Background: an optimization exercise with open tools, aiming at small area, a short achievable clock period and few clock cycles per item. Do not read the settings as production practice. Where RTL was checked, it was by simulation tests only, not by an equivalence proof against the original. For runs 1 to 4, only the layout was checked, not whether the RTL still works. Power is estimated from default activity; no workload was simulated.

==> flow/design.v, too long to show whole: its modules and the start of the top module <==
// module qmva_csr: 65 lines
// module qmva_ctrl: 133 lines
// module qmva_dp: 181 lines
// module qmva_csa: 635 lines
// module qmva_step: 155 lines
// module qmva_add44: 207 lines
// module quantized_matvec_accumulator: 73 lines
module quantized_matvec_accumulator (
   input  logic                             clock,
   input  logic                             reset,
   input  logic                             req_valid,
   output logic                             req_ready,
   input  logic signed [15:0]               req_activation,
   input  logic [15:0]                      req_weight_word,
   input  logic signed [15:0]               req_weight_scale,
   output logic                             rsp_valid,
   input  logic                             rsp_ready,
   output logic signed [31:0]               rsp_dot_result,
   output logic [19:0]                      rsp_result_index,
   output logic [12:0]                      rsp_weight_row,
   output logic                             rsp_saturated,
   output logic                             rsp_job_done,
   input  logic                             csr_we,
   input  logic [2:0]                       csr_index,
   input  logic [12:0]                      csr_wdata
);
  // ...
==> flow/flow/run.sh <==
#!/bin/bash
# The standard layout (the standard.sh: standard synthesis, then ORFS floorplan to
# finish), with timing repair asked to leave 7.5 ns of setup slack at the 11.5 ns clock,
# so that it sizes and buffers the paths above 4 ns as well. The clock, constraints and
# everything else are the standard flow's.
set -euo pipefail
export SETUP_SLACK_MARGIN=7.5
bash standard.sh finish > standard_flow.log 2>&1
==> flow/standard.sh <==
#!/bin/bash
# synth_recipe.tcl (not shown) runs the flow's synth.tcl, then flattens the netlist and writes it again
# the make line also repeats each setting of config.mk as NAME=value (left out here)
make -C /OpenROAD-flow-scripts/flow DESIGN_CONFIG=/design/flow/config.mk WORK_HOME=/design/flow/orfs CLKGATE_MAP_FILE= SYNTH_SCRIPT=/design/flow/synth_recipe.tcl "${@:-finish}"
==> flow/config.mk <==
export PLATFORM = sky130hd
export DESIGN_NAME = quantized_matvec_accumulator
export DESIGN_NICKNAME = quantized_matvec_accumulator
export VERILOG_FILES = /design/flow/design.v
export SDC_FILE = /design/flow/constraint.sdc
export NUM_CORES = 4
export LEC_CHECK = 0
export CAP_MARGIN = 20
export CORE_MARGIN = 2
export CORE_UTILIZATION = 40
export SLEW_MARGIN = 20
==> flow/constraint.sdc <==
create_clock -name core_clock -period 11.5 [get_ports {clock}]
set_input_delay 2.3000 -clock core_clock [delete_from_list [all_inputs] [get_ports {clock}]]
set_output_delay 2.3000 -clock core_clock [all_outputs]
set_load 0.01 [all_outputs]
==> metrics.md, run 1 <==
| Metric | Value |
|---|---|
| Outcome | `finished clean` |
| Worst EP required | `11.96 ns` |
| Internal reg-to-reg setup slack | `7.54 ns` |
| Placed Instance Area | `0.02857 sq mm` |
| Post-synthesis xor/xnor area fraction | `0.09133` |
| Clk cell area share | `0.04825` |
| Distinct cells, synth | `79` |
| Pint | `4.274 mW` |
| Switching part of the total | `0.4076` |
| CP max stage delay | `0.44 ns` |
| Ant. Diodes | `1` |
| Final core occ | `0.4638` |
| Worst vdd ir | `0.1416 mV` |
| Leading cell kind | `multi-input combinational cells` |
| Hold Path Depth | `1` |
| Highest-power group | `combinational logic` |
| CTS Buf Count | `45` |
| Initial DRC Count | `1652` |
| R2R depth | `16` |
| Vias per cell | `5.401` |
| First-pass GRT wire length | `113.4 mm` |
| Worst path depth | `8` |
| GRT Overall Usage | `0.2055` |
| Hold buffer count at cts | `0` |
| Seq group | `1.90 mW` |
| WL/cell | `19.06 microns` |
| Fin Hold WS | `0.4379 ns` |
| Most common cell after layout, fill and taps aside | `inv_1` |
| Min-delay worst type | `flop to flop` |
| CP delay by family, top | `simple AND/OR/NAND/NOR gates` |
==> run 2, diff against run 1 <==
--- a/flow/flow/run.sh
+++ b/flow/flow/run.sh
@@ -6,3 +6,3 @@
 set -euo pipefail
-export SETUP_SLACK_MARGIN=7.5
+export SETUP_SLACK_MARGIN=7.3
 bash standard.sh finish > standard_flow.log 2>&1
==> metrics.md, run 2 <==
| Metric | Value |
|---|---|
| Distinct cells, synth | `79 (unchanged)` |
| Row cnt | `94 (unchanged)` |
| Min-delay worst type | `flop to flop (unchanged)` |
| Final WL | `71.53 mm (was 71.54 mm)` |
| Final #Nets | `3289 (was 3302)` |
| Register bit total from synthesis | `360 (unchanged)` |
| Number of max-cap violations | `0 (unchanged)` |
| DRC Markers | `0 (unchanged)` |
| Initial antenna violation count | `3 (unchanged)` |
| Vias in the first global route | `20860 (was 20550)` |
| Total Power | `7.098 mW (was 7.215 mW)` |
| Top cells by area, synth | `dfxtp_1, edfxtp_1, fa_1 (unchanged)` |
| Die width | `262.6 microns (unchanged)` |
| Synthesis-to-layout area growth | `13.34% (was 14.37%)` |
| Syn Nets | `3250 (unchanged)` |
| Most frequent cells in the layout | `inv_1, dfxtp_1, ha_1 (unchanged)` |
| Synth Warn # | `4 (unchanged)` |
| Final core occ | `0.4596 (was 0.4638)` |
| Final RePlAce weighted congestion | `0.8821 (was 0.8880)` |
| Most common cell after layout, fill and taps aside | `inv_1 (unchanged)` |
| Root buffer cell | `clkbuf_16 (unchanged)` |
| Tmin final | `4.090 ns (was 3.969 ns)` |
| Outcome | `finished clean (unchanged)` |
| Die area | `0.06897 sq mm (unchanged)` |
| Worst clock skew | `0.04520 ns (was 0.03101 ns)` |
| WP data arrival | `4.51 ns (was 4.42 ns)` |
| Synth top cells by count | `inv_1, dfxtp_1, ha_1 (unchanged)` |
| Synth area leader | `dfxtp_1 (unchanged)` |
| Initial DRC Count | `1496 (was 1652)` |
| Worst EP required | `11.92 ns (was 11.96 ns)` |
| Register area share after synthesis | `0.3169 (unchanged)` |
| FILL cells | `6143 (was 6118)` |
| F_max | `244.5 MHz (was 251.9 MHz)` |
| Initial DRT Pass Iterations | `9 (was 6)` |
| PD cells | `234.1 mW/mm^2 (was 235.8 mW/mm^2)` |
| Ant. Diodes | `0 (was 1)` |
| H-tree depth | `2 (unchanged)` |
| Largest net degree at the start of global routing | `96 (was 91)` |
| Worst vdd ir | `0.1163 mV (was 0.1416 mV)` |
| Io pins | `138 (unchanged)` |
| Clock sink count | `360 (unchanged)` |
| Synth async-reset ratio | `0 (unchanged)` |
| Proportion of layout cells with a drive suffix above 1 | `0.06643 (was 0.07788)` |
| Leakage dissipation | `12.43 nW (was 12.56 nW)` |
| PortBufs | `137 (unchanged)` |
| Synth Instances | `2801 (unchanged)` |
| CTS tree | `done (unchanged)` |
| Die Y | `262.6 microns (unchanged)` |
| Slew @ Worst Pin | `0.9783 ns (was 1.009 ns)` |
| Post-DP HPWL | `51.21 mm (was 51.15 mm)` |
| Critical path endpoint category | `flop (unchanged)` |
| Vias per cell | `5.470 (was 5.401)` |
| Crit path max fanout | `7 (was 13)` |
| Kind of critical path | `flop to flop (was primary input to flop)` |
| RSZ-0062 raised after global routing | `true (unchanged)` |
| Final setup TNS | `0 ns (unchanged)` |
| Prevailing post-synth register cell | `dfxtp_1 (unchanged)` |
| GRT Overall Usage | `0.2057 (was 0.2055)` |
| Mapped Area | `0.02676 sq mm (unchanged)` |
| Synth top area share | `0.1743 (unchanged)` |
| Finish-stage setup viols | `0 (unchanged)` |
| Grt total ovfl | `0 (unchanged)` |
| Final hold violations | `0 (unchanged)` |
| Clk Latency, worst-skew pair | `0.60 ns (about the same)` |
| EDFF count, synth | `127 (unchanged)` |
| Top-count cell post-synth | `inv_1 (unchanged)` |
| Slew Limit Fails | `0 (unchanged)` |
| WL/cell | `19.13 microns (was 19.06 microns)` |
| Syn Area/Cell | `9.552 sq um (unchanged)` |
| Antenna Nets Post-Route | `0 (unchanged)` |
| Slew HR | `0.3478 (was 0.3251)` |
| Clk buf depth | `3 (unchanged)` |
| Worst-path clk slew | `0.06 ns (about the same)` |
| Vias | `20450 (was 20280)` |
| Hold buffer count at cts | `0 (unchanged)` |
| First-pass GRT wire length | `114.5 mm (was 113.4 mm)` |
| Initial Util | `0.4055 (unchanged)` |
| Core area | `0.06598 sq mm (unchanged)` |
| Tcrit/Tclk final | `0.3556 (was 0.3452)` |
| Top Registers | `u_dp.c_ff: 44 flops, u_dp.s_ff: 44 flops, u_dp.x_ff: 41 flops (unchanged)` |
| CTS Buf Count | `45 (unchanged)` |
| Critical Path Source Type | `flop (was primary input)` |
[run 2: worst paths after layout]
check                           startpoint  cells past startpoint                         end  slack, ns
setup / recovery  u_dp.bca_ff[1]$_DFFE_PP_                     15  u_dp.h_ff[13]$_SDFFE_PP0P_       7.41
hold / removal    u_dp.last1_ff$_SDFF_PP0_                      1    u_dp.last2_ff$_SDFF_PP0_       0.46
setup reg to reg  u_dp.bca_ff[1]$_DFFE_PP_                     15  u_dp.h_ff[13]$_SDFFE_PP0P_       7.41
hold reg to reg   u_dp.last1_ff$_SDFF_PP0_                      1    u_dp.last2_ff$_SDFF_PP0_       0.46
[run 2: worst max-delay path, stage by stage, from the launching register on]
cell and delay [ns]:
edfxtp_1 0.41, buf_12 0.16, a22oi_2 0.19, xnor2_1 0.14
ha_1 0.26, fa_1 0.53, ha_4 0.23, and3_4 0.18
a221o_1 0.34, o211ai_1 0.25, a21boi_1 0.13, o311a_1 0.40
o211a_1 0.24, or3_1 0.32, nand3_1 0.09, a21oi_1 0.07
[run 2: repair_timing]
action / in CTS / in global routing
setup buffers: 17 / 10
pin swaps: 2 / 25
resized for setup: 12 / 25
setup endpoints to repair: 30 / 38
[run 2: where the power goes]
part           internal (mW)  leakage [nW]  switching, mW
registers               1.65          3.17          0.262
clock network          0.775         0.674          0.583
logic                   1.75          8.59           2.08
[run 2: cells by family after synthesis]
family / share of synthesized area
AND/OR/NAND/NOR: 0.1448
buffers and inverters: 0.06996
flip-flops: 0.3169
adder cells (fa/ha/maj): 0.2288
multiplexers: 0.005425
AO/OA/AOI/OAI: 0.1429
XOR/XNOR: 0.09133
[run 2: per-layer routing]
layer / GRT usage / share of wire / up-vias
met3: 0.03073 / 0.062 / 142
met5: 0 / 0 / -
met2: 0.3331 / 0.46 / 681
met4: 0.06089 / 0.027 / 0
li1: - / - / 9646
met1: 0.2845 / 0.45 / 9984
[run 2: final cells by class]
type | instances | area (sq um) | area share
multi-input combinational | 1976 | 16590 | 0.5471
sequential | 360 | 8486 | 0.2798
timing repair buffer | 187 | 1772 | 0.05842
clock buffer | 71 | 1294 | 0.04266
tap | 864 | 1081 | 0.03565
inverter | 270 | 1013 | 0.03342
clock inverter | 11 | 88.84 | 0.002929
[run 2: stage by stage]
step	std cells	hold WS (ns)	cell area (sq um)	setup WS, ns
4_1_cts	3729	0.4699	30150	7.244
2_1_floorplan	2801	0.3938	26760	7.344
5_1_grt	3739	0.4806	30330	7.136
6_report	3739	0.4596	30330	7.410
3_5_place_dp	3630	0.4343	28540	6.651
3_3_place_gp	3630	0.4166	28530	6.713
==> run 3, diff against run 2 <==
--- a/flow/flow/run.sh
+++ b/flow/flow/run.sh
@@ -6,3 +6,3 @@
 set -euo pipefail
-export SETUP_SLACK_MARGIN=7.3
+export SETUP_SLACK_MARGIN=7.8
 bash standard.sh finish > standard_flow.log 2>&1
==> metrics.md, run 3 <==
| Metric | Value |
|---|---|
| Outcome | `finished clean (unchanged)` |
| Die area | `0.06897 sq mm (unchanged)` |
| Synth area leader | `dfxtp_1 (unchanged)` |
| Synth Instances | `2801 (unchanged)` |
| Leakage dissipation | `13.12 nW (was 12.43 nW)` |
| Buffers and inverters on the worst path | `2 (was 1)` |
| Kind of critical path | `flop to flop (unchanged)` |
| WL/cell | `19.15 microns (was 19.13 microns)` |
| Final setup TNS | `0 ns (unchanged)` |
| Root buffer cell | `clkbuf_16 (unchanged)` |
| Register bit total from synthesis | `360 (unchanged)` |
| Initial antenna violation count | `3 (unchanged)` |
| Initial DRT Pass Iterations | `5 (was 9)` |
| Register area share after synthesis | `0.3169 (unchanged)` |
| Synth top area share | `0.1743 (unchanged)` |
| Hold EP | `u_dp.last2_ff$_SDFF_PP0_ (unchanged)` |
| Crit path max fanout | `7 (unchanged)` |
| Synth async-reset ratio | `0 (unchanged)` |
| Prevailing post-synth register cell | `dfxtp_1 (unchanged)` |
| Clk Latency, worst-skew pair | `0.59 ns (was 0.60 ns)` |
| Final RePlAce weighted congestion | `0.8699 (was 0.8821)` |
| Antenna Nets Post-Route | `0 (unchanged)` |
| CP max stage delay | `0.54 ns (was 0.53 ns)` |
| Synth top cells by count | `inv_1, dfxtp_1, ha_1 (unchanged)` |
| R2R depth | `16 (was 15)` |
| Final #Nets | `3343 (was 3289)` |
| Post-synthesis xor/xnor area fraction | `0.09133 (unchanged)` |
| Distinct cells, synth | `79 (unchanged)` |
| CP max stage cell | `fa_1 (unchanged)` |
| Final worst-path setup slack | `7.464 ns (was 7.410 ns)` |
| H-tree depth | `2 (unchanged)` |
| Vias per cell | `5.448 (was 5.470)` |
| Tmin final | `4.036 ns (was 4.090 ns)` |
| Synthesis-to-layout area growth | `18.09% (was 13.34%)` |
| Slew @ Worst Pin | `0.9924 ns (was 0.9783 ns)` |
| Hold Path Depth | `1 (unchanged)` |
| Vias in the first global route | `20840 (was 20860)` |
| Grt total ovfl | `0 (unchanged)` |
| Ant. Diodes | `0 (unchanged)` |
| Finish-stage setup viols | `0 (unchanged)` |
| Simple-Gate Fraction of Synth Area | `0.1448 (unchanged)` |
| Proportion of layout cells with a drive suffix above 1 | `0.1228 (was 0.06643)` |
| Reg2reg end | `u_dp.h_ff[13]$_SDFFE_PP0P_ (unchanged)` |
| CTS Buf Count | `46 (was 45)` |
| Internal reg-to-reg setup slack | `7.46 ns (was 7.41 ns)` |
| Hold_sp | `u_dp.last1_ff$_SDFF_PP0_ (unchanged)` |
| Top Registers | `u_dp.c_ff: 44 flops, u_dp.s_ff: 44 flops, u_dp.x_ff: 41 flops (unchanged)` |
| F_max | `247.8 MHz (was 244.5 MHz)` |
| Initial Util | `0.4055 (unchanged)` |
| Worst reg2reg startpoint | `u_dp.bca_ff[0]$_DFFE_PP_ (was u_dp.bca_ff[1]$_DFFE_PP_)` |
| Min-delay worst type | `flop to flop (unchanged)` |
| DRC Markers | `0 (unchanged)` |
| Placed cells | `3630 (unchanged)` |
| Slew Limit Fails | `0 (unchanged)` |
| Critical path, cell by cell | `buf_12 -> a22oi_2 -> xnor2_1 -> ha_1 -> fa_1 -> ha_4 -> and3_4 -> a221o_1 -> o211ai_1 -> a21boi_1 -> o311a_1 -> o211a_1 -> buf_4 -> o21ai_2 -> nand3_1 -> a21oi_1 (was buf_12 -> a22oi_2 -> xnor2_1 -> ha_1 -> fa_1 -> ha_4 -> and3_4 -> a221o_1 -> o211ai_1 -> a21boi_1 -> o311a_1 -> o211a_1 -> or3_1 -> nand3_1 -> a21oi_1)` |
| Clk buf depth | `3 (unchanged)` |
| Final cell count without fillers | `3795 (was 3739)` |
| CP delay by family, top | `compound AO/OA/AOI/OAI gates (unchanged)` |
| Top cells by area, synth | `dfxtp_1, edfxtp_1, fa_1 (unchanged)` |
| CTS tree | `done (unchanged)` |
| Final hold violations | `0 (unchanged)` |
| Share of synthesized cell area in full adder, half adder and majority cells | `0.2288 (unchanged)` |
| Post-DP HPWL | `50.48 mm (was 51.21 mm)` |
| Post-synthesis mux area share | `0.005425 (unchanged)` |
| Mapped Area | `0.02676 sq mm (unchanged)` |
| Io pins | `138 (unchanged)` |
| Worst EP required | `11.99 ns (was 11.92 ns)` |
| Final WL | `72.69 mm (was 71.53 mm)` |
| Worst vdd ir | `0.1475 mV (was 0.1163 mV)` |
| Compound-cell area share of the yosys netlist | `0.1429 (unchanged)` |
| Largest net degree at the start of global routing | `96 (unchanged)` |
| Slew HR | `0.3360 (was 0.3478)` |
| Top-count cell post-synth | `inv_1 (unchanged)` |
| Vias | `20680 (was 20450)` |
| Final core occ | `0.4789 (was 0.4596)` |
| Syn Nets | `3250 (unchanged)` |
| Worst clock skew | `0.03103 ns (was 0.04520 ns)` |
| Synth Warn # | `4 (unchanged)` |
| Largest family of logic cells by synthesized area | `adder cells (unchanged)` |
| Initial DRC Count | `1479 (was 1496)` |
| Setup WS pre-CTS | `6.684 ns (was 6.651 ns)` |
| Worst-path clk slew | `0.06 ns (about the same)` |
| PD cells | `240.4 mW/mm^2 (was 234.1 mW/mm^2)` |
| Number of max-cap violations | `0 (unchanged)` |
| Most frequent cells in the layout | `inv_1, dfxtp_1, ha_1 (unchanged)` |
| WP data arrival | `4.52 ns (was 4.51 ns)` |
| Tcrit/Tclk final | `0.3509 (was 0.3556)` |
| Core area | `0.06598 sq mm (unchanged)` |
| GRT Overall Usage | `0.2056 (was 0.2057)` |
| Row cnt | `94 (unchanged)` |
| Most common cell after layout, fill and taps aside | `inv_1 (unchanged)` |
| First-pass GRT wire length | `113.9 mm (was 114.5 mm)` |
| Clock sink count | `360 (unchanged)` |
| Critical Path Source Type | `flop (unchanged)` |
| RSZ-0062 raised after global routing | `true (unchanged)` |
| FILL cells | `6053 (was 6143)` |
| PortBufs | `137 (unchanged)` |
| Critical path endpoint category | `flop (unchanged)` |
| EDFF count, synth | `127 (unchanged)` |
| Die Y | `262.6 microns (unchanged)` |
| Syn Area/Cell | `9.552 sq um (unchanged)` |
| Die width | `262.6 microns (unchanged)` |
[run 3: cell count changes in the layout (fill, tap and decap cells not counted), moves of 11 or more]
cell	change
buf_4	+26
buf_6	+18
clkdlybuf4s50_1	-72
dfxtp_1	-17
dlygate4sd2_1	+70
fa_1	-11
fa_2	+11
nor3_1	-13
o21ai_0	-17
[run 3: metal layers]
metal  part of all wire  up-vias  global-route usage
met2               0.46      679              0.3324
met3              0.065      137             0.03889
li1                   -     9759                   -
met5                  0        -                   0
met1               0.44    10100              0.2766
met4              0.029        0             0.06819
[run 3: timing repair]
action                                  CTS  global route
endpoints found under the setup margin  211           115
cloned                                    3             1
hold buffers                              0             0
resized for setup                       156           125
pin swaps                                48            99
buffers inserted                         45            31
[run 3: where the power goes]
part | internal (mW) | switching [mW]
logic | 2.01 | 2.23
registers | 1.65 | 0.249
clock network | 0.868 | 0.594
[run 3: logic make-up (layout without fill, tap and decap cells)]
family / after synthesis / in the layout
and+or+nand+nor: 723 / 724
AOI/OAI and AO/OA: 581 / 581
buffers and inverters: 465 / 594
adders and majority gates: 380 / 380
DFF: 360 / 360
xor gates and xnor gates: 279 / 279
muxes: 13 / 13
[run 3: stage by stage]
stage               total power [mW]  hold WS [ns]  cell area, sq um
global route                   8.373        0.4598             31600
global placement               5.509        0.4397             28630
finish                         7.597        0.4390             31600
floorplan                      4.676        0.3938             26890
detailed placement             5.632        0.4295             28630
CTS                            7.345        0.4400             30790
[run 3: final cells by class]
type	count	area (sq um)	area share
multi-input cells	1977	17220	0.5450
flip-flops and latches	360	8527	0.2699
repair buffers	239	2227	0.07049
clock buffers	61	1267	0.04011
well taps	864	1081	0.03421
inverters	270	1016	0.03215
clock inverters	24	259.0	0.008197
[run 3: worst max-delay path by stage]
stage	depth (start not counted)	end	slack, ns	startpoint
after floorplan	2	u_csr.in_len_ff[0]$_SDFFCE_PN1P_	7.58	csr_index[1]
after global placement	8	u_ctrl.ready_port_ff$_SDFF_PP0_	6.78	csr_index[1]
after detailed placement	8	u_ctrl.ready_port_ff$_SDFF_PP0_	6.68	csr_index[1]
after CTS	15	u_dp.h_ff[13]$_SDFFE_PP0P_	7.55	u_dp.bca_ff[1]$_DFFE_PP_
after global routing	16	u_dp.h_ff[13]$_SDFFE_PP0P_	7.31	u_dp.bca_ff[1]$_DFFE_PP_
final	16	u_dp.h_ff[13]$_SDFFE_PP0P_	7.46	u_dp.bca_ff[0]$_DFFE_PP_
==> run 4, diff against run 3 <==
--- a/flow/flow/run.sh
+++ b/flow/flow/run.sh
@@ -6,3 +6,3 @@
 set -euo pipefail
-export SETUP_SLACK_MARGIN=7.8
+export SETUP_SLACK_MARGIN=7.5
 bash standard.sh finish > standard_flow.log 2>&1
--- a/flow/config.mk
+++ b/flow/config.mk
@@ -9,3 +9,4 @@
 export CORE_MARGIN = 2
-export CORE_UTILIZATION = 40
+export CORE_UTILIZATION = 55
+export PLACE_DENSITY = 0.72
 export SLEW_MARGIN = 20
==> metrics.md, run 4 <==
| Metric | Value |
|---|---|
| Post-DP HPWL | `49.46 mm (was 50.48 mm)` |
| Critical path, cell by cell | `a22oi_2 -> xnor2_1 -> ha_1 -> fa_1 -> ha_4 -> and3_1 -> a221o_1 -> o211ai_1 -> a21boi_2 -> o311a_1 -> o211a_1 -> or3_1 -> nand3_1 -> a21oi_1 (was buf_12 -> a22oi_2 -> xnor2_1 -> ha_1 -> fa_1 -> ha_4 -> and3_4 -> a221o_1 -> o211ai_1 -> a21boi_1 -> o311a_1 -> o211a_1 -> buf_4 -> o21ai_2 -> nand3_1 -> a21oi_1)` |
| Clock network fraction of design power | `0.198 (was 0.192)` |
| Hold buffer count at cts | `0 (unchanged)` |
| Final core occ | `0.6366 (was 0.4789)` |
| Final hold violations | `0 (unchanged)` |
| Worst EP required | `11.95 ns (was 11.99 ns)` |
| WP data arrival | `4.43 ns (was 4.52 ns)` |
| Critical path endpoint category | `flop (unchanged)` |
| Most frequent cells in the layout | `inv_1, dfxtp_1, ha_1 (unchanged)` |
| Final RePlAce weighted congestion | `0.9192 (was 0.8699)` |
| GRT Overall Usage | `0.2804 (was 0.2056)` |
| Core area | `0.04785 sq mm (was 0.06598 sq mm)` |
| Tmin final | `3.970 ns (was 4.036 ns)` |
| Worst-path clk slew | `0.06 ns (about the same)` |
| Switching part of the total | `0.4120 (was 0.4051)` |
| Synth Instances | `2801 (unchanged)` |
| Sequential power share | `0.257 (was 0.249)` |
| Die Y | `224.6 microns (was 262.6 microns)` |
| DRC Markers | `0 (unchanged)` |
| Vias per cell | `5.968 (was 5.448)` |
| PortBufs | `137 (unchanged)` |
| Clk Latency, worst-skew pair | `0.61 ns (was 0.59 ns)` |
| RSZ-0062 raised after global routing | `true (unchanged)` |
| Initial Util | `0.5592 (was 0.4055)` |
| Synthesis-to-layout area growth | `13.84% (was 18.09%)` |
| Most common cell after layout, fill and taps aside | `inv_1 (unchanged)` |
| Crit path max fanout | `6 (was 7)` |
| Worst vdd ir | `0.1281 mV (was 0.1475 mV)` |
| Final WL | `71.16 mm (was 72.69 mm)` |
| Distinct cells, synth | `79 (unchanged)` |
| Antenna Nets Post-Route | `0 (unchanged)` |
| Initial DRT Pass Iterations | `6 (was 5)` |
| Vias | `20950 (was 20680)` |
| Slew Limit Fails | `0 (unchanged)` |
| Fin Hold WS | `0.4377 ns (was 0.4390 ns)` |
| Switch Pwr | `3.071 mW (was 3.078 mW)` |
| Prevailing post-synth register cell | `dfxtp_1 (unchanged)` |
| Synth top cells by count | `inv_1, dfxtp_1, ha_1 (unchanged)` |
| Kind of critical path | `flop to flop (unchanged)` |
| WL/cell | `20.27 microns (was 19.15 microns)` |
| Root buffer cell | `clkbuf_16 (unchanged)` |
| Min-delay worst type | `flop to flop (unchanged)` |
| Placed Instance Area | `0.02824 sq mm (was 0.02863 sq mm)` |
| Finished Cell Area | `0.03046 sq mm (was 0.03160 sq mm)` |
| First-pass GRT wire length | `112.0 mm (was 113.9 mm)` |
| CP delay by family, top | `compound AO/OA/AOI/OAI gates (unchanged)` |
| Ant. Diodes | `0 (unchanged)` |
| Register area share after synthesis | `0.3169 (unchanged)` |
| Leakage dissipation | `12.65 nW (was 13.12 nW)` |
| Slew @ Worst Pin | `0.9768 ns (was 0.9924 ns)` |
| Mapped Area | `0.02676 sq mm (unchanged)` |
| Synth async-reset ratio | `0 (unchanged)` |
| Setup WS pre-CTS | `6.665 ns (was 6.684 ns)` |
| Critical Path Source Type | `flop (unchanged)` |
| Synth Warn # | `4 (unchanged)` |
| Outcome | `finished clean (unchanged)` |
| Initial DRC Count | `2048 (was 1479)` |
| Syn Nets | `3250 (unchanged)` |
| Final worst-path setup slack | `7.530 ns (was 7.464 ns)` |
| CP max stage delay | `0.56 ns (was 0.54 ns)` |
| Buffers and inverters on the worst path | `0 (was 2)` |
| Final setup TNS | `0 ns (unchanged)` |
| Top Registers | `u_dp.c_ff: 44 flops, u_dp.s_ff: 44 flops, u_dp.x_ff: 41 flops (unchanged)` |
| Synth area leader | `dfxtp_1 (unchanged)` |
| Io pins | `138 (unchanged)` |
| Top-count cell post-synth | `inv_1 (unchanged)` |
| Initial antenna violation count | `3 (unchanged)` |
| Comb pwr share | `0.546 (was 0.558)` |
| PD cells | `244.7 mW/mm^2 (was 240.4 mW/mm^2)` |
| Pint | `4.382 mW (was 4.519 mW)` |
| Number of max-cap violations | `0 (unchanged)` |
| Proportion of layout cells with a drive suffix above 1 | `0.08705 (was 0.1228)` |
| Vias in the first global route | `21030 (was 20840)` |
| CTS tree | `done (unchanged)` |
| Clock sink count | `360 (unchanged)` |
| Final #Nets | `3309 (was 3343)` |
| Synth top area share | `0.1743 (unchanged)` |
| Row cnt | `80 (was 94)` |
| Top cells by area, synth | `dfxtp_1, edfxtp_1, fa_1 (unchanged)` |
| Die width | `224.6 microns (was 262.6 microns)` |
| Grt total ovfl | `0 (unchanged)` |
| CTS Buf Count | `43 (was 46)` |
| Syn Area/Cell | `9.552 sq um (unchanged)` |
| Worst clock skew | `0.04366 ns (was 0.03103 ns)` |
| Die area | `0.05043 sq mm (was 0.06897 sq mm)` |
| F_max | `251.9 MHz (was 247.8 MHz)` |
| Register bit total from synthesis | `360 (unchanged)` |
| Tcrit/Tclk final | `0.3452 (was 0.3509)` |
| H-tree depth | `2 (unchanged)` |
| Clk buf depth | `3 (unchanged)` |
| Largest net degree at the start of global routing | `96 (unchanged)` |
| Slew HR | `0.3479 (was 0.3360)` |
| CP max stage cell | `fa_1 (unchanged)` |
| Finish-stage setup viols | `0 (unchanged)` |
| EDFF count, synth | `127 (unchanged)` |
[run 4: cell count changes in the layout (fill, tap and decap cells not counted), sizes merged, moves of 2 or more]
cell,delta
buf,-31
clkbuf,-5
clkdlybuf4s50,+72
clkinv,-2
clkinvlp,-6
dlygate4sd2,-70
inv,+6
[run 4: path summary, 6_finish.rpt]
| kind | end | cells after the start | slack [ns] | startpoint |
|---|---|---|---|---|
| worst min-delay path | u_dp.last2_ff$_SDFF_PP0_ | 1 | 0.44 | u_dp.last1_ff$_SDFF_PP0_ |
| worst max register to register | u_dp.h_ff[13]$_SDFFE_PP0P_ | 14 | 7.53 | u_dp.bca_ff[1]$_DFFE_PP_ |
| worst max-delay path | u_dp.h_ff[13]$_SDFFE_PP0P_ | 14 | 7.53 | u_dp.bca_ff[1]$_DFFE_PP_ |
| worst min register to register | u_dp.last2_ff$_SDFF_PP0_ | 1 | 0.44 | u_dp.last1_ff$_SDFF_PP0_ |
[run 4: layout make-up]
cell class / instances / area (sq um)
Clock buffer: 57 / 1211
Clock inverter: 23 / 324.1
Fill cell: 3869 / 17390
Inverter: 270 / 1015
Multi-Input combinational cell: 1977 / 16710
Sequential cell: 360 / 8502
Tap cell: 615 / 769.5
Timing Repair Buffer: 208 / 1929
[run 4: cell families (layout without fill, tap and decap cells)]
family	after synthesis	in the layout	share of synthesized area
AO/OA/AOI/OAI	581	581	0.1429
XOR/XNOR	279	279	0.09133
adder cells (fa/ha/maj)	380	380	0.2288
buffers and inverters	465	558	0.06996
flip-flops	360	360	0.3169
multiplexers	13	13	0.005425
AND/OR/NAND/NOR	723	724	0.1448
[run 4: power groups by stage]
stage                     clock network [mW]  logic [mW]  registers [mW]
after floorplan                            0        2.85            1.80
after global placement                     0        3.51            1.92
after detailed placement                   0        3.73            1.93
after CTS                               1.49        3.93            1.90
after global routing                    1.54        4.66            1.94
final                                   1.47        4.07            1.91
[run 4: metrics by stage]
step | cells | power [mW]
2_1_floorplan | 2801 | 4.650
3_3_place_gp | 3378 | 5.429
3_5_place_dp | 3378 | 5.656
4_1_cts | 3488 | 7.318
5_1_grt | 3510 | 8.135
6_report | 3510 | 7.453
[run 4: per-layer routing]
metal	vias to the layer above	global-route usage	part of all wire
li1	9666	-	-
met1	10160	0.3877	0.43
met2	954	0.4445	0.45
met3	167	0.05656	0.088
met4	0	0.08780	0.028
met5	-	0	0
[run 4: timing repair]
item | in CTS | in global routing
hold endpoints to repair | 0 | 0
endpoints found under the setup margin | 42 | 51
setup buffers | 30 | 20
gates cloned | 0 | 2
pin swaps | 13 | 33
resized for setup | 33 | 45
==> module qmva_csr, before the edit <==
module qmva_csr (
   input  logic                clock,
   input  logic                reset,
   input  logic                csr_we,
   input  logic [2:0]          csr_index,
   input  logic [12:0]         csr_wdata,
   output qmva_pkg::cfg_type   cfg,
   output logic                stride_we,
   output logic                len_written
);
   logic [1:0]  fmt_ff;
   logic [12:0] in_len_ff;
   logic [8:0]  batch_rows_ff;
   logic [11:0] out_start_ff;
   logic [12:0] out_count_ff;
   logic [12:0] out_stride_ff;
   logic        scales_ff;
   logic        len_we_ff;
   function automatic logic [11:0] clamp12(input logic [12:0] v);
      if (v[12])
         clamp12 = 12'hfff;
      else if (v[11:0] == 12'd0)
         clamp12 = 12'd0;
      else
         clamp12 = v[11:0] - 12'd1;
   endfunction
   function automatic logic [7:0] clamp8(input logic [8:0] v);
      if (v[8])
         clamp8 = 8'hff;
      else if (v[7:0] == 8'd0)
         clamp8 = 8'd0;
      else
         clamp8 = v[7:0] - 8'd1;
   endfunction
   logic [6:0] we;
   always_comb
      for (int i = 0; i < 7; i++)
         we[i] = csr_we && (csr_index == 3'(i));
   always_ff @(posedge clock) begin
      len_we_ff <= we[1];
      if (we[0])      fmt_ff <= csr_wdata[1:0];
      else if (reset) fmt_ff <= 2'd0;
      if (we[1])      in_len_ff <= csr_wdata;
      else if (reset) in_len_ff <= 13'd1;
      if (we[2])      batch_rows_ff <= csr_wdata[8:0];
      else if (reset) batch_rows_ff <= 9'd1;
      if (we[3])      out_start_ff <= csr_wdata[11:0];
      else if (reset) out_start_ff <= '0;
      if (we[4])      out_count_ff <= csr_wdata;
      else if (reset) out_count_ff <= 13'd1;
      if (we[5])      out_stride_ff <= csr_wdata;
      else if (reset) out_stride_ff <= 13'd1;
      if (we[6])      scales_ff <= csr_wdata[0];
      else if (reset) scales_ff <= 1'b1;
   end
   assign cfg.fmt            = fmt_ff;
   assign cfg.lenm1          = clamp12(in_len_ff);
   assign cfg.nbm1           = clamp8(batch_rows_ff);
   assign cfg.nrm1           = clamp12(out_count_ff);
   assign cfg.out_start      = out_start_ff;
   assign cfg.out_stride     = out_stride_ff;
   assign cfg.scales_present = scales_ff;
   assign stride_we   = we[5];
   assign len_written = len_we_ff;
endmodule
==> module qmva_ctrl, before the edit <==
module qmva_ctrl (
   input  logic                           clock,
   input  logic                           reset,
   input  qmva_pkg::cfg_type              cfg,
   input  logic                           stride_we,
   input  logic                           len_written,
   input  logic                           req_valid,
   input  logic                           reset_in,
   output logic                           req_ready,
   input  logic                           rsp_ready,
   input  logic                           rsp_valid,
   output logic                           fire,
   output logic                           last,
   output logic [1:0]                     elem_lo,
   output logic [qmva_pkg::INDEX_W-1:0]   rsp_result_index,
   output logic [qmva_pkg::WROW_W-1:0]    rsp_weight_row,
   output logic                           rsp_job_done
);
   logic [qmva_pkg::LEN_W-1:0]    elem_ff;
   logic [qmva_pkg::NB_W-1:0]     batch_ff;
   logic [qmva_pkg::NR_W-1:0]     row_ff;
   logic [qmva_pkg::INDEX_W-1:0]  idx_ff;
   logic [qmva_pkg::WROW_W-1:0]   wrow_ff;
   logic                          done_ff;
   logic                          recomp_ff, rinit_ff, last_ff, busy_ff, ready_ff, adv_ff;
   logic                          ready_port_ff;
   logic batch_last, row_last, recomp_done, len1, next_is_last, rstart;
   logic recomp_n, last_n, busy_n, ready_n, rsp_xfer;
   logic last_f, last_nf, busy_nx;
   logic [qmva_pkg::NB_W-1:0]     batch_n;
   logic [qmva_pkg::NR_W-1:0]     row_n;
   logic [qmva_pkg::INDEX_W-1:0]  idx_adv;
   assign batch_last   = (batch_ff >= cfg.nbm1);
   assign row_last     = (row_ff >= cfg.nrm1);
   assign recomp_done  = !rinit_ff && (elem_ff[qmva_pkg::NB_W-1:0] == batch_ff);
   assign rstart       = stride_we && (batch_n != '0);
   assign len1         = (cfg.lenm1 == '0);
   assign next_is_last = (qmva_pkg::LEN_W'(elem_ff + 1'b1) == cfg.lenm1);
   assign req_ready = ready_port_ff;
   assign fire      = req_valid && ready_ff && !reset;
   assign rsp_xfer  = rsp_valid && rsp_ready;
   assign last      = len_written ? len1 : last_ff;
   assign elem_lo   = elem_ff[1:0];
   assign rsp_result_index = idx_ff;
   assign rsp_weight_row   = wrow_ff;
   assign rsp_job_done     = done_ff;
   always_comb begin
      recomp_n = rstart || (recomp_ff && !recomp_done);
      last_f  = last ? len1 : next_is_last;
      last_nf = recomp_ff ? (recomp_done ? len1 : last) : last;
      last_n  = fire ? last_f : last_nf;
      busy_nx = busy_ff && !rsp_xfer;
      busy_n  = (fire && last) || busy_nx;
      if (fire)
         ready_n = !(last_f && (last || busy_nx));
      else
         ready_n = !rstart && !(recomp_ff && !recomp_done) && !(last_nf && busy_nx);
   end
   always_comb begin
      batch_n = batch_ff;
      row_n   = row_ff;
      idx_adv = idx_ff;
      if (adv_ff) begin
         if (batch_last) begin
            batch_n = '0;
            if (row_last) begin
               row_n   = '0;
               idx_adv = '0;
            end else begin
               row_n   = row_ff + 1'b1;
               idx_adv = qmva_pkg::INDEX_W'(row_ff + 1'b1);
            end
         end else begin
            batch_n = batch_ff + 1'b1;
            idx_adv = idx_ff + qmva_pkg::INDEX_W'(cfg.out_stride);
         end
      end
   end
   always_ff @(posedge clock) begin
      if (reset) begin
         recomp_ff <= 1'b0;
         rinit_ff  <= 1'b0;
         last_ff   <= 1'b1;
         busy_ff   <= 1'b0;
         ready_ff  <= 1'b1;
         adv_ff    <= 1'b0;
      end else begin
         recomp_ff <= recomp_n;
         rinit_ff  <= rstart;
         last_ff   <= last_n;
         busy_ff   <= busy_n;
         ready_ff  <= ready_n;
         adv_ff    <= rsp_xfer;
      end
   end
   always_ff @(posedge clock) begin
      if (reset_in)
         ready_port_ff <= 1'b0;
      else if (reset)
         ready_port_ff <= 1'b1;
      else
         ready_port_ff <= ready_n;
   end
   always_ff @(posedge clock) begin
      if (reset) begin
         elem_ff  <= '0;
         batch_ff <= '0;
         row_ff   <= '0;
         idx_ff   <= '0;
      end else begin
         batch_ff <= batch_n;
         row_ff   <= row_n;
         if (recomp_ff) begin
            if (rinit_ff) begin
               idx_ff <= qmva_pkg::INDEX_W'(row_ff);
            end else if (recomp_done) begin
               elem_ff <= '0;
            end else begin
               elem_ff <= elem_ff + 1'b1;
               idx_ff  <= idx_ff + qmva_pkg::INDEX_W'(cfg.out_stride);
            end
         end else begin
            idx_ff <= idx_adv;
            if (fire)
               elem_ff <= last ? '0 : elem_ff + 1'b1;
         end
      end
   end
   always_ff @(posedge clock) begin
      wrow_ff <= qmva_pkg::WROW_W'({1'b0, cfg.out_start} + {1'b0, row_ff});
      done_ff <= batch_last && row_last;
   end
endmodule
==> run 5, diff against run 4 <==
--- a/flow/design.v
+++ b/flow/design.v
@@ -31,6 +31,6 @@
    logic [1:0]  fmt_ff;
-   logic [12:0] in_len_ff;
-   logic [8:0]  batch_rows_ff;
+   logic [11:0] lenm1_ff;
+   logic [7:0]  nbm1_ff;
    logic [11:0] out_start_ff;
-   logic [12:0] out_count_ff;
+   logic [11:0] nrm1_ff;
    logic [12:0] out_stride_ff;
@@ -38,18 +38,7 @@
    logic        len_we_ff;
-   function automatic logic [11:0] clamp12(input logic [12:0] v);
-      if (v[12])
-         clamp12 = 12'hfff;
-      else if (v[11:0] == 12'd0)
-         clamp12 = 12'd0;
-      else
-         clamp12 = v[11:0] - 12'd1;
-   endfunction
-   function automatic logic [7:0] clamp8(input logic [8:0] v);
-      if (v[8])
-         clamp8 = 8'hff;
-      else if (v[7:0] == 8'd0)
-         clamp8 = 8'd0;
-      else
-         clamp8 = v[7:0] - 8'd1;
-   endfunction
+   logic [11:0] dec, len12;
+   logic [7:0]  len8;
+   assign dec   = csr_wdata[11:0] - 12'd1;
+   assign len12 = csr_wdata[12] ? 12'hfff : ((csr_wdata[11:0] == 12'd0) ? 12'd0 : dec);
+   assign len8  = (csr_wdata[8:0] == 9'd0) ? 8'd0 : (dec[8] ? 8'hff : dec[7:0]);
    logic [6:0] we;
@@ -62,10 +51,10 @@
       else if (reset) fmt_ff <= 2'd0;
-      if (we[1])      in_len_ff <= csr_wdata;
-      else if (reset) in_len_ff <= 13'd1;
-      if (we[2])      batch_rows_ff <= csr_wdata[8:0];
-      else if (reset) batch_rows_ff <= 9'd1;
+      if (we[1])      lenm1_ff <= len12;
+      else if (reset) lenm1_ff <= '0;
+      if (we[2])      nbm1_ff <= len8;
+      else if (reset) nbm1_ff <= '0;
       if (we[3])      out_start_ff <= csr_wdata[11:0];
       else if (reset) out_start_ff <= '0;
-      if (we[4])      out_count_ff <= csr_wdata;
-      else if (reset) out_count_ff <= 13'd1;
+      if (we[4])      nrm1_ff <= len12;
+      else if (reset) nrm1_ff <= '0;
       if (we[5])      out_stride_ff <= csr_wdata;
@@ -76,5 +65,5 @@
    assign cfg.fmt            = fmt_ff;
-   assign cfg.lenm1          = clamp12(in_len_ff);
-   assign cfg.nbm1           = clamp8(batch_rows_ff);
-   assign cfg.nrm1           = clamp12(out_count_ff);
+   assign cfg.lenm1          = lenm1_ff;
+   assign cfg.nbm1           = nbm1_ff;
+   assign cfg.nrm1           = nrm1_ff;
    assign cfg.out_start      = out_start_ff;
@@ -116,3 +105,14 @@
    logic [qmva_pkg::NR_W-1:0]     row_n;
-   logic [qmva_pkg::INDEX_W-1:0]  idx_adv;
+   logic [qmva_pkg::INDEX_W-1:0]  idx_adv, idx_plus;
+   logic [qmva_pkg::WROW_W-1:0]   wrow_sum;
+   qmva_add20 u_idx_add (
+      .a (idx_ff),
+      .b (qmva_pkg::INDEX_W'(cfg.out_stride)),
+      .y (idx_plus)
+   );
+   qmva_add13 u_wrow_add (
+      .a ({1'b0, cfg.out_start}),
+      .b ({1'b0, row_ff}),
+      .y (wrow_sum)
+   );
    assign batch_last   = (batch_ff >= cfg.nbm1);
@@ -159,3 +159,3 @@
             batch_n = batch_ff + 1'b1;
-            idx_adv = idx_ff + qmva_pkg::INDEX_W'(cfg.out_stride);
+            idx_adv = idx_plus;
          end
@@ -204,3 +204,3 @@
                elem_ff <= elem_ff + 1'b1;
-               idx_ff  <= idx_ff + qmva_pkg::INDEX_W'(cfg.out_stride);
+               idx_ff  <= idx_plus;
             end
@@ -214,3 +214,3 @@
    always_ff @(posedge clock) begin
-      wrow_ff <= qmva_pkg::WROW_W'({1'b0, cfg.out_start} + {1'b0, row_ff});
+      wrow_ff <= wrow_sum;
       done_ff <= batch_last && row_last;
@@ -1396,2 +1396,149 @@
 endmodule
+module qmva_add20 (input logic [19:0] a, input logic [19:0] b, output logic [19:0] y);
+   logic [19:0] g0, p0;
+   assign g0 = a & b;
+   assign p0 = a ^ b;
+   wire G0 = g0[1] | (p0[1] & g0[0]);
+   wire P0 = p0[1] & p0[0];
+   wire G1 = g0[3] | (p0[3] & g0[2]);
+   wire P1 = p0[3] & p0[2];
+   wire G2 = g0[5] | (p0[5] & g0[4]);
+   wire P2 = p0[5] & p0[4];
+   wire G3 = g0[7] | (p0[7] & g0[6]);
+   wire P3 = p0[7] & p0[6];
+   wire G4 = g0[9] | (p0[9] & g0[8]);
+   wire P4 = p0[9] & p0[8];
+   wire G5 = g0[11] | (p0[11] & g0[10]);
+   wire P5 = p0[11] & p0[10];
+   wire G6 = g0[13] | (p0[13] & g0[12]);
+   wire P6 = p0[13] & p0[12];
+   wire G7 = g0[15] | (p0[15] & g0[14]);
+   wire P7 = p0[15] & p0[14];
+   wire G8 = g0[17] | (p0[17] & g0[16]);
+   wire P8 = p0[17] & p0[16];
+   wire G9 = g0[19] | (p0[19] & g0[18]);
+   wire P9 = p0[19] & p0[18];
+   wire G10 = G1 | (P1 & G0);
+   wire P10 = P1 & P0;
+   wire G11 = G3 | (P3 & G2);
+   wire P11 = P3 & P2;
+   wire G12 = G5 | (P5 & G4);
+   wire P12 = P5 & P4;
+   wire G13 = G7 | (P7 & G6);
+   wire P13 = P7 & P6;
+   wire G14 = G9 | (P9 & G8);
+   wire P14 = P9 & P8;
+   wire G15 = G11 | (P11 & G10);
+   wire P15 = P11 & P10;
+   wire G16 = G13 | (P13 & G12);
+   wire P16 = P13 & P12;
+   wire G17 = G16 | (P16 & G15);
+   wire P17 = P16 & P15;
+   wire G18 = G12 | (P12 & G15);
+   wire P18 = P12 & P15;
+   wire G19 = G14 | (P14 & G17);
+   wire P19 = P14 & P17;
+   wire G20 = G2 | (P2 & G10);
+   wire P20 = P2 & P10;
+   wire G21 = G4 | (P4 & G15);
+   wire P21 = P4 & P15;
+   wire G22 = G6 | (P6 & G18);
+   wire P22 = P6 & P18;
+   wire G23 = G8 | (P8 & G17);
+   wire P23 = P8 & P17;
+   wire G24 = g0[2] | (p0[2] & G0);
+   wire P24 = p0[2] & P0;
+   wire G25 = g0[4] | (p0[4] & G10);
+   wire P25 = p0[4] & P10;
+   wire G26 = g0[6] | (p0[6] & G20);
+   wire P26 = p0[6] & P20;
+   wire G27 = g0[8] | (p0[8] & G15);
+   wire P27 = p0[8] & P15;
+   wire G28 = g0[10] | (p0[10] & G21);
+   wire P28 = p0[10] & P21;
+   wire G29 = g0[12] | (p0[12] & G18);
+   wire P29 = p0[12] & P18;
+   wire G30 = g0[14] | (p0[14] & G22);
+   wire P30 = p0[14] & P22;
+   wire G31 = g0[16] | (p0[16] & G17);
+   wire P31 = p0[16] & P17;
+   wire G32 = g0[18] | (p0[18] & G23);
+   wire P32 = p0[18] & P23;
+   assign y[0] = p0[0];
+   assign y[1] = p0[1] ^ g0[0];
+   assign y[2] = p0[2] ^ G0;
+   assign y[3] = p0[3] ^ G24;
+   assign y[4] = p0[4] ^ G10;
+   assign y[5] = p0[5] ^ G25;
+   assign y[6] = p0[6] ^ G20;
+   assign y[7] = p0[7] ^ G26;
+   assign y[8] = p0[8] ^ G15;
+   assign y[9] = p0[9] ^ G27;
+   assign y[10] = p0[10] ^ G21;
+   assign y[11] = p0[11] ^ G28;
+   assign y[12] = p0[12] ^ G18;
+   assign y[13] = p0[13] ^ G29;
+   assign y[14] = p0[14] ^ G22;
+   assign y[15] = p0[15] ^ G30;
+   assign y[16] = p0[16] ^ G17;
+   assign y[17] = p0[17] ^ G31;
+   assign y[18] = p0[18] ^ G23;
+   assign y[19] = p0[19] ^ G32;
+endmodule
+module qmva_add13 (input logic [12:0] a, input logic [12:0] b, output logic [12:0] y);
+   logic [12:0] g0, p0;
+   assign g0 = a & b;
+   assign p0 = a ^ b;
+   wire G0 = g0[1] | (p0[1] & g0[0]);
+   wire P0 = p0[1] & p0[0];
+   wire G1 = g0[3] | (p0[3] & g0[2]);
+   wire P1 = p0[3] & p0[2];
+   wire G2 = g0[5] | (p0[5] & g0[4]);
+   wire P2 = p0[5] & p0[4];
+   wire G3 = g0[7] | (p0[7] & g0[6]);
+   wire P3 = p0[7] & p0[6];
+   wire G4 = g0[9] | (p0[9] & g0[8]);
+   wire P4 = p0[9] & p0[8];
+   wire G5 = g0[11] | (p0[11] & g0[10]);
+   wire P5 = p0[11] & p0[10];
+   wire G6 = G1 | (P1 & G0);
+   wire P6 = P1 & P0;
+   wire G7 = G3 | (P3 & G2);
+   wire P7 = P3 & P2;
+   wire G8 = G5 | (P5 & G4);
+   wire P8 = P5 & P4;
+   wire G9 = G7 | (P7 & G6);
+   wire P9 = P7 & P6;
+   wire G10 = G8 | (P8 & G9);
+   wire P10 = P8 & P9;
+   wire G11 = G2 | (P2 & G6);
+   wire P11 = P2 & P6;
+   wire G12 = G4 | (P4 & G9);
+   wire P12 = P4 & P9;
+   wire G13 = g0[2] | (p0[2] & G0);
+   wire P13 = p0[2] & P0;
+   wire G14 = g0[4] | (p0[4] & G6);
+   wire P14 = p0[4] & P6;
+   wire G15 = g0[6] | (p0[6] & G11);
+   wire P15 = p0[6] & P11;
+   wire G16 = g0[8] | (p0[8] & G9);
+   wire P16 = p0[8] & P9;
+   wire G17 = g0[10] | (p0[10] & G12);
+   wire P17 = p0[10] & P12;
+   wire G18 = g0[12] | (p0[12] & G10);
+   wire P18 = p0[12] & P10;
+   assign y[0] = p0[0];
+   assign y[1] = p0[1] ^ g0[0];
+   assign y[2] = p0[2] ^ G0;
+   assign y[3] = p0[3] ^ G13;
+   assign y[4] = p0[4] ^ G6;
+   assign y[5] = p0[5] ^ G14;
+   assign y[6] = p0[6] ^ G11;
+   assign y[7] = p0[7] ^ G15;
+   assign y[8] = p0[8] ^ G9;
+   assign y[9] = p0[9] ^ G16;
+   assign y[10] = p0[10] ^ G12;
+   assign y[11] = p0[11] ^ G17;
+   assign y[12] = p0[12] ^ G10;
+endmodule
 module quantized_matvec_accumulator (
--- a/flow/config.mk
+++ b/flow/config.mk
@@ -9,4 +9,4 @@
 export CORE_MARGIN = 2
-export CORE_UTILIZATION = 55
-export PLACE_DENSITY = 0.72
+export CORE_UTILIZATION = 40
+export CTS_BUF_LIST = sky130_fd_sc_hd__clkbuf_4
 export SLEW_MARGIN = 20
==> metrics.md, run 5 <==
| Metric | Value |
|---|---|
| RSZ-0062 raised after global routing | `true (unchanged)` |
| Distinct cells, synth | `83 (was 79)` |
| Slew @ Worst Pin | `1.059 ns (was 0.9768 ns)` |
| Vias | `19850 (was 20950)` |
| Post-DP HPWL | `50.20 mm (was 49.46 mm)` |
| GR Layer Usage met2 | `0.3324 (was 0.4445)` |
| Row cnt | `94 (was 80)` |
| Clk Latency, worst-skew pair | `0.91 ns (was 0.61 ns)` |
| Buffers and inverters on the worst path | `3 (was 0)` |
| Worst EP required | `12.10 ns (was 11.95 ns)` |
| Critical path, cell by cell | `clkdlybuf4s50_1 -> clkinvlp_4 -> ha_4 -> inv_2 -> nor4_4 -> nand2b_1 -> or4_4 -> a21oi_2 -> nor2_1 (was a22oi_2 -> xnor2_1 -> ha_1 -> fa_1 -> ha_4 -> and3_1 -> a221o_1 -> o211ai_1 -> a21boi_2 -> o311a_1 -> o211a_1 -> or3_1 -> nand3_1 -> a21oi_1)` |
| Proportion of layout cells with a drive suffix above 1 | `0.1082 (was 0.08705)` |
| Final setup TNS | `0 ns (unchanged)` |
| Most frequent cells in the layout | `inv_1, dfxtp_1, ha_1 (unchanged)` |
| Mapped Area | `0.02632 sq mm (was 0.02676 sq mm)` |
| Initial DRC Count | `1439 (was 2048)` |
| Die area | `0.06788 sq mm (was 0.05043 sq mm)` |
| Top cells by area, synth | `dfxtp_1, fa_1, edfxtp_1 (was dfxtp_1, edfxtp_1, fa_1)` |
| Met1 Resource Use GR | `0.2685 (was 0.3877)` |
| Initial DRT Pass Iterations | `5 (was 6)` |
| Leakage dissipation | `12.70 nW (was 12.65 nW)` |
| DRC Markers | `0 (unchanged)` |
| Final WL | `68.41 mm (was 71.16 mm)` |
| Final worst-path setup slack | `7.605 ns (was 7.530 ns)` |
| CTS tree | `done (unchanged)` |
| Top-count cell post-synth | `inv_1 (unchanged)` |
| CP max stage delay | `0.54 ns (was 0.56 ns)` |
| Worst-path clk slew | `0.06 ns (about the same)` |
| Kind of critical path | `primary input to flop (was flop to flop)` |
| Worst clock skew | `0.1241 ns (was 0.04366 ns)` |
| Vias in the first global route | `20440 (was 21030)` |
| Number of max-cap violations | `0 (unchanged)` |
| Syn Nets | `3206 (was 3250)` |
| PortBufs | `137 (unchanged)` |
| Synth top area share | `0.1772 (was 0.1743)` |
| Die Y | `260.5 microns (was 224.6 microns)` |
| CTS Buf Count | `102 (was 43)` |
| Register bit total from synthesis | `357 (was 360)` |
| Critical Path Source Type | `primary input (was flop)` |
| Die width | `260.5 microns (was 224.6 microns)` |
| Tcrit/Tclk final | `0.3387 (was 0.3452)` |
| CP delay by family, top | `simple AND/OR/NAND/NOR gates (was compound AO/OA/AOI/OAI gates)` |
| F_max | `256.7 MHz (was 251.9 MHz)` |
| Initial antenna violation count | `5 (was 3)` |
| Most common cell after layout, fill and taps aside | `inv_1 (unchanged)` |
| Synthesis-to-layout area growth | `13.14% (was 13.84%)` |
| Synth top cells by count | `inv_1, dfxtp_1, ha_1 (unchanged)` |
| WP data arrival | `4.49 ns (was 4.43 ns)` |
| Setup WS pre-CTS | `6.377 ns (was 6.665 ns)` |
| H-tree depth | `3 (was 2)` |
| PD cells | `250.4 mW/mm^2 (was 244.7 mW/mm^2)` |
| Synth Warn # | `4 (unchanged)` |
| EDFF count, synth | `124 (was 127)` |
| Gr busiest metal | `met2 (unchanged)` |
| Register area share after synthesis | `0.3187 (was 0.3169)` |
| Vias per cell | `5.228 (was 5.968)` |
| Io pins | `138 (unchanged)` |
| WL/cell | `18.02 microns (was 20.27 microns)` |
| Syn Area/Cell | `9.582 sq um (was 9.552 sq um)` |
| First-pass GRT wire length | `110.6 mm (was 112.0 mm)` |
| FILL cells | `6250 (was 3869)` |
| Top Registers | `u_dp.c_ff: 44 flops, u_dp.s_ff: 44 flops, u_dp.x_ff: 41 flops (unchanged)` |
| Total Power | `7.459 mW (was 7.453 mW)` |
| Multi-input logic area | `0.01593 sq mm (was 0.01671 sq mm)` |
| Critical path endpoint category | `flop (unchanged)` |
| Clock sink count | `357 (was 360)` |
| CP max stage cell | `clkdlybuf4s50_1 (was fa_1)` |
| Min-delay worst type | `flop to flop (unchanged)` |
| Placed cells | `3574 (was 3378)` |
| Largest net degree at the start of global routing | `88 (was 96)` |
| Final #Nets | `3304 (was 3309)` |
| Prevailing post-synth register cell | `dfxtp_1 (unchanged)` |
| Root buffer cell | `clkbuf_4 (was clkbuf_16)` |
| Placed Instance Area | `0.02815 sq mm (was 0.02824 sq mm)` |
| Tmin final | `3.895 ns (was 3.970 ns)` |
| Grt total ovfl | `0 (unchanged)` |
| Synth Instances | `2747 (was 2801)` |
| GR Util met3 | `0.04817 (was 0.05656)` |
| Register area | `0.008423 sq mm (was 0.008502 sq mm)` |
| Clk buf depth | `3 (unchanged)` |
| GRT Overall Usage | `0.2047 (was 0.2804)` |
| Final cell count without fillers | `3797 (was 3510)` |
| Finished Cell Area | `0.02978 sq mm (was 0.03046 sq mm)` |
| Slew Limit Fails | `0 (unchanged)` |
| Worst vdd ir | `0.1308 mV (was 0.1281 mV)` |
| Slew HR | `0.2933 (was 0.3479)` |
| Outcome | `finished clean (unchanged)` |
| Final RePlAce weighted congestion | `0.8680 (was 0.9192)` |
| Synth async-reset ratio | `0 (unchanged)` |
| Hold buffer count at cts | `0 (unchanged)` |
| Initial Util | `0.4018 (was 0.5592)` |
| Synth area leader | `dfxtp_1 (unchanged)` |
| Finish-stage setup viols | `0 (unchanged)` |
| Core area | `0.06551 sq mm (was 0.04785 sq mm)` |
| Antenna Nets Post-Route | `0 (unchanged)` |
| Crit path max fanout | `6 (unchanged)` |
| Final hold violations | `0 (unchanged)` |
==> run 5: path summary, 6_finish.rpt <==
kind	from	to	slack, ns	cells past startpoint
worst max-delay path	csr_wdata[0]	u_csr.nrm1_ff[2]$_SDFFCE_PN0P_	7.60	9
worst min-delay path	u_dp.last1_ff$_SDFF_PP0_	u_dp.last2_ff$_SDFF_PP0_	0.38	1
worst max register to register	u_dp.bca_ff[0]$_DFFE_PP_	u_dp.h_ff[9]$_SDFFE_PP1P_	7.64	14
worst min register to register	u_dp.last1_ff$_SDFF_PP0_	u_dp.last2_ff$_SDFF_PP0_	0.38	1
==> run 5: layout make-up <==
type,instances,share of cell area
multi-input combinational,1854,0.5349
sequential,357,0.2828
timing repair buffer,190,0.05835
inverter,340,0.04310
clock buffer,145,0.03655
tap,864,0.03630
clock inverter,45,0.007772
antenna,2,0.0001680
==> run 5: logic make-up (layout without fill, tap and decap cells) <==
group | count (synthesis) | count (layout) | share of synthesized area
adder cells (fa/ha/maj) | 390 | 390 | 0.2404
multiplexers | 21 | 21 | 0.008651
AND/OR/NAND/NOR | 611 | 612 | 0.1202
buffers and inverters | 537 | 720 | 0.08190
other | 0 | 2 | 0
AO/OA/AOI/OAI | 559 | 559 | 0.1397
XOR/XNOR | 272 | 272 | 0.09050
flip-flops | 357 | 357 | 0.3187
==> run 5: timing repair <==
action | 4_1_cts | 5_1_grt
gates resized for setup | 88 | 26
cloned | 0 | 1
buffers inserted | 21 | 8
pin swaps | 0 | 10
setup endpoints to repair | 101 | 42
==> run 5: routing by layer <==
| metal | routed length (microns) | vias to the layer above |
|---|---|---|
| met2 | 32040 | 634 |
| met3 | 5217 | 128 |
| met4 | 1396 | 4 |
| met1 | 29730 | 9590 |
| li1 | - | 9495 |
| met5 | 30 | - |
==> run 5: through the flow <==
step / util / hold slack, ns
floorplan: - / 0.3538
global placement: 0.4295 / 0.4404
detailed placement: 0.4297 / 0.4487
CTS: 0.4514 / 0.3945
global route: 0.4546 / 0.3988
finish: 0.4546 / 0.3757
==> run 5: power breakdown <==
group	internal [mW]	switching [mW]	leakage (nW)
clock	0.592	0.599	0.774
combinational	1.93	2.42	8.81
sequential	1.66	0.258	3.12
Testbench counts of run 5, summed over its fixed seeds: cycles 27,508, elements 25,630.
==> run 6, diff against run 5 <==
--- a/flow/config.mk
+++ b/flow/config.mk
@@ -10,3 +10,2 @@
 export CORE_UTILIZATION = 40
-export CTS_BUF_LIST = sky130_fd_sc_hd__clkbuf_4
 export SLEW_MARGIN = 20
==> metrics.md, run 6 <==
| Metric | Value |
|---|---|
| Clk buf depth | `3 (unchanged)` |
| Core area | `0.06551 sq mm (unchanged)` |
| Worst vdd ir | `0.1481 mV (was 0.1308 mV)` |
| PD cells | `257.2 mW/mm^2 (was 250.4 mW/mm^2)` |
| Finish-stage setup viols | `0 (unchanged)` |
| Outcome | `finished clean (unchanged)` |
| WP data arrival | `1.63 ns (was 4.49 ns)` |
| Initial antenna violation count | `4 (was 5)` |
| Clock sink count | `357 (unchanged)` |
| Clk Latency, worst-skew pair | `0.61 ns (was 0.91 ns)` |
| F_max | `254.1 MHz (was 256.7 MHz)` |
| Syn Area/Cell | `9.582 sq um (unchanged)` |
| First-pass GRT wire length | `109.8 mm (was 110.6 mm)` |
| Most frequent cells in the layout | `inv_1, dfxtp_1, ha_1 (unchanged)` |
| Grt total ovfl | `0 (unchanged)` |
| Syn Nets | `3206 (unchanged)` |
| Io pins | `138 (unchanged)` |
| Final hold violations | `0 (unchanged)` |
| Initial Util | `0.4018 (unchanged)` |
| Crit path max fanout | `3 (was 6)` |
| Distinct cells, synth | `83 (unchanged)` |
| Fin Hold WS | `0.4541 ns (was 0.3757 ns)` |
| Metal3 WL | `4.418 mm (was 5.217 mm)` |
| Switching part of the total | `0.4261 (was 0.4398)` |
| Tmin final | `3.935 ns (was 3.895 ns)` |
| Final worst-path setup slack | `7.565 ns (was 7.605 ns)` |
| CP delay by family, top | `buffers and inverters (was simple AND/OR/NAND/NOR gates)` |
| Top Registers | `u_dp.c_ff: 44 flops, u_dp.s_ff: 44 flops, u_dp.x_ff: 41 flops (unchanged)` |
| Kind of critical path | `flop to output pin (was primary input to flop)` |
| Top Metal Used | `met5 (unchanged)` |
| WL/cell | `18.53 microns (was 18.02 microns)` |
| Final #Nets | `3239 (was 3304)` |
| Vias in the first global route | `19920 (was 20440)` |
| Top-count cell post-synth | `inv_1 (unchanged)` |
| Synth area leader | `dfxtp_1 (unchanged)` |
| Critical Path Source Type | `flop (was primary input)` |
| CTS tree | `done (unchanged)` |
| Critical path, cell by cell | `clkdlybuf4s50_1 (was clkdlybuf4s50_1 -> clkinvlp_4 -> ha_4 -> inv_2 -> nor4_4 -> nand2b_1 -> or4_4 -> a21oi_2 -> nor2_1)` |
| Top cells by area, synth | `dfxtp_1, fa_1, edfxtp_1 (unchanged)` |
| Largest net degree at the start of global routing | `88 (unchanged)` |
| CP max stage delay | `0.58 ns (was 0.54 ns)` |
| Hold buffer count at cts | `0 (unchanged)` |
| Register area share after synthesis | `0.3187 (unchanged)` |
| Synth async-reset ratio | `0 (unchanged)` |
| Vias per cell | `5.322 (was 5.228)` |
| DRC Markers | `0 (unchanged)` |
| Synth top area share | `0.1772 (unchanged)` |
| Final setup TNS | `0 ns (unchanged)` |
| PortBufs | `137 (unchanged)` |
| Sequential power share | `0.249 (was 0.257)` |
| Worst-path clk slew | `0.06 ns (about the same)` |
| Worst EP required | `9.20 ns (was 12.10 ns)` |
| Slew Limit Fails | `0 (unchanged)` |
| M1 WL | `30.28 mm (was 29.73 mm)` |
| GRT Overall Usage | `0.2028 (was 0.2047)` |
| Buffers and inverters on the worst path | `1 (was 3)` |
| CTS Buf Count | `44 (was 102)` |
| Row cnt | `94 (unchanged)` |
| Synth Warn # | `4 (unchanged)` |
| Initial DRT Pass Iterations | `5 (unchanged)` |
| Worst clock skew | `0.03691 ns (was 0.1241 ns)` |
| Synthesis-to-layout area growth | `14.06% (was 13.14%)` |
| Number of max-cap violations | `0 (unchanged)` |
| Post-DP HPWL | `50.20 mm (unchanged)` |
| Routed met2 length | `32.04 mm (about the same)` |
| Prevailing post-synth register cell | `dfxtp_1 (unchanged)` |
| Clock network fraction of design power | `0.184 (was 0.160)` |
| Tcrit/Tclk final | `0.3422 (was 0.3387)` |
| Slew HR | `0.2815 (was 0.2933)` |
| Min-delay worst type | `flop to flop (unchanged)` |
| Total Power | `7.723 mW (was 7.459 mW)` |
| Synth top cells by count | `inv_1, dfxtp_1, ha_1 (unchanged)` |
| Placed Instance Area | `0.02815 sq mm (unchanged)` |
| Die width | `260.5 microns (unchanged)` |
| H-tree depth | `2 (was 3)` |
| Pint | `4.432 mW (was 4.179 mW)` |
| Proportion of layout cells with a drive suffix above 1 | `0.07706 (was 0.1082)` |
| Register bit total from synthesis | `357 (unchanged)` |
| Root buffer cell | `clkbuf_16 (was clkbuf_4)` |
| Initial DRC Count | `1442 (was 1439)` |
| Die Y | `260.5 microns (unchanged)` |
| Finished Cell Area | `0.03003 sq mm (was 0.02978 sq mm)` |
| Leakage dissipation | `12.50 nW (was 12.70 nW)` |
| Slew @ Worst Pin | `1.076 ns (was 1.059 ns)` |
| RSZ-0062 raised after global routing | `true (unchanged)` |
| Setup WS pre-CTS | `6.377 ns (unchanged)` |
| Antenna Nets Post-Route | `0 (unchanged)` |
| Comb pwr share | `0.567 (was 0.583)` |
| CP max stage cell | `clkdlybuf4s50_1 (unchanged)` |
| Most common cell after layout, fill and taps aside | `inv_1 (unchanged)` |
| Switch Pwr | `3.291 mW (was 3.280 mW)` |
| Vias | `19590 (was 19850)` |
| Die area | `0.06788 sq mm (unchanged)` |
| Critical path endpoint category | `output pin (was flop)` |
| EDFF count, synth | `124 (unchanged)` |
| Final RePlAce weighted congestion | `0.8680 (unchanged)` |
| Final WL | `68.22 mm (was 68.41 mm)` |
| Synth Instances | `2747 (unchanged)` |
| Mapped Area | `0.02632 sq mm (unchanged)` |
==> run 6: cell counts after synthesis <==
Identical to the previous run, type by type.
==> run 6: through the flow <==
step	util	instances
after detailed placement	0.4297	3574
final	0.4583	3681
after CTS	0.4540	3669
after global placement	0.4295	3573
after global routing	0.4583	3680
after floorplan	-	2747
==> run 6: final cells by class <==
| cell class | count | area, sq um |
|---|---|---|
| fill | 6098 | 35490 |
| multi-input combinational | 1854 | 16000 |
| sequential | 357 | 8409 |
| timing repair buffer | 183 | 1762 |
| inverter | 340 | 1284 |
| clock buffer | 64 | 1237 |
| tap | 864 | 1081 |
| clock inverter | 18 | 245.2 |
| antenna | 1 | 2.502 |
==> run 6: cells by family after synthesis <==
family	after synthesis	synth area share
mux	21	0.008651
fa+ha+maj	390	0.2404
buf+inv	537	0.08190
flops	357	0.3187
simple gates	611	0.1202
xor+xnor	272	0.09050
compound gates	559	0.1397
==> run 6: layer usage <==
metal,vias to the layer above,GRT usage
met2,582,0.3340
met4,6,0.05206
met1,9601,0.2715
met3,120,0.04225
met5,-,0
li1,9283,-
==> run 6: final timing paths <==
path	startpoint	to	slack, ns	depth (start not counted)
min	u_dp.last1_ff$_SDFF_PP0_	u_dp.last2_ff$_SDFF_PP0_	0.45	1
max reg2reg	u_dp.clr1_ff$_SDFF_PP0_	u_dp.s_ff[18]$_DFF_P_	7.67	9
min reg2reg	u_dp.last1_ff$_SDFF_PP0_	u_dp.last2_ff$_SDFF_PP0_	0.45	1
max	u_ctrl.idx_ff[11]$_SDFFE_PP0P_	rsp_result_index[11]	7.57	1
==> run 6: what timing repair did <==
action	CTS	global route
cloned	1	0
pin swaps	1	10
resized for setup	5	46
buffers inserted	12	10
setup endpoints to repair	31	56
==> run 6: power groups by stage <==
stage                     sequential (mW)  clock [mW]  combinational, mW
after floorplan                      1.80           0               3.33
final                                1.92        1.42               4.38
after global placement               1.94           0               4.17
after detailed placement             1.95           0               4.31
after CTS                            1.92        1.46               4.35
after global routing                 1.95        1.50               5.18

==> separate check: timing with driven ports <==
In the flow no input, the clock included, has a driving cell. The finished layouts below were timed again as built, in two steps. Step 1 (the two cells are an assumption about what drives the block):
set clk [get_ports {clock}]
set_driving_cell -lib_cell sky130_fd_sc_hd__clkbuf_16 $clk
set_driving_cell -lib_cell sky130_fd_sc_hd__buf_2 [delete_from_list [all_inputs] $clk]
Step 2 also shifts input and output timing later by t, the mid clock arrival at the registers, as if the neighbouring blocks saw the same clock. a / b / c = no drivers / after step 1 / after step 2; a / b = the first two.
| run | t (ns) | slack for setup (ns) | worst setup path at the end | worst slew at a driven data input, ns |
|---|---|---|---|---|
| run 1 | 0.645 | 7.531 / 7.511 / 6.915 | input to register | 0.10 |
| run 2 | 0.647 | 7.410 / 7.410 / 6.827 | input to register | 0.10 |
| run 3 | 0.637 | 7.464 / 7.464 / 7.106 | input to register | 0.05 |
| run 4 | 0.652 | 7.530 / 7.480 / 7.001 | input to register | 0.06 |
| run 5 | 0.910 | 7.605 / 7.547 / 6.734 | input to register | 0.09 |
| run 6 | 0.651 | 7.565 / 7.503 / 6.965 | input to register | 0.09 |
After both steps every run listed still meets setup and hold. For run 5, which loses most, drivers alone change the setup slack by -0.058 ns; drivers and shift together by -0.871 ns.
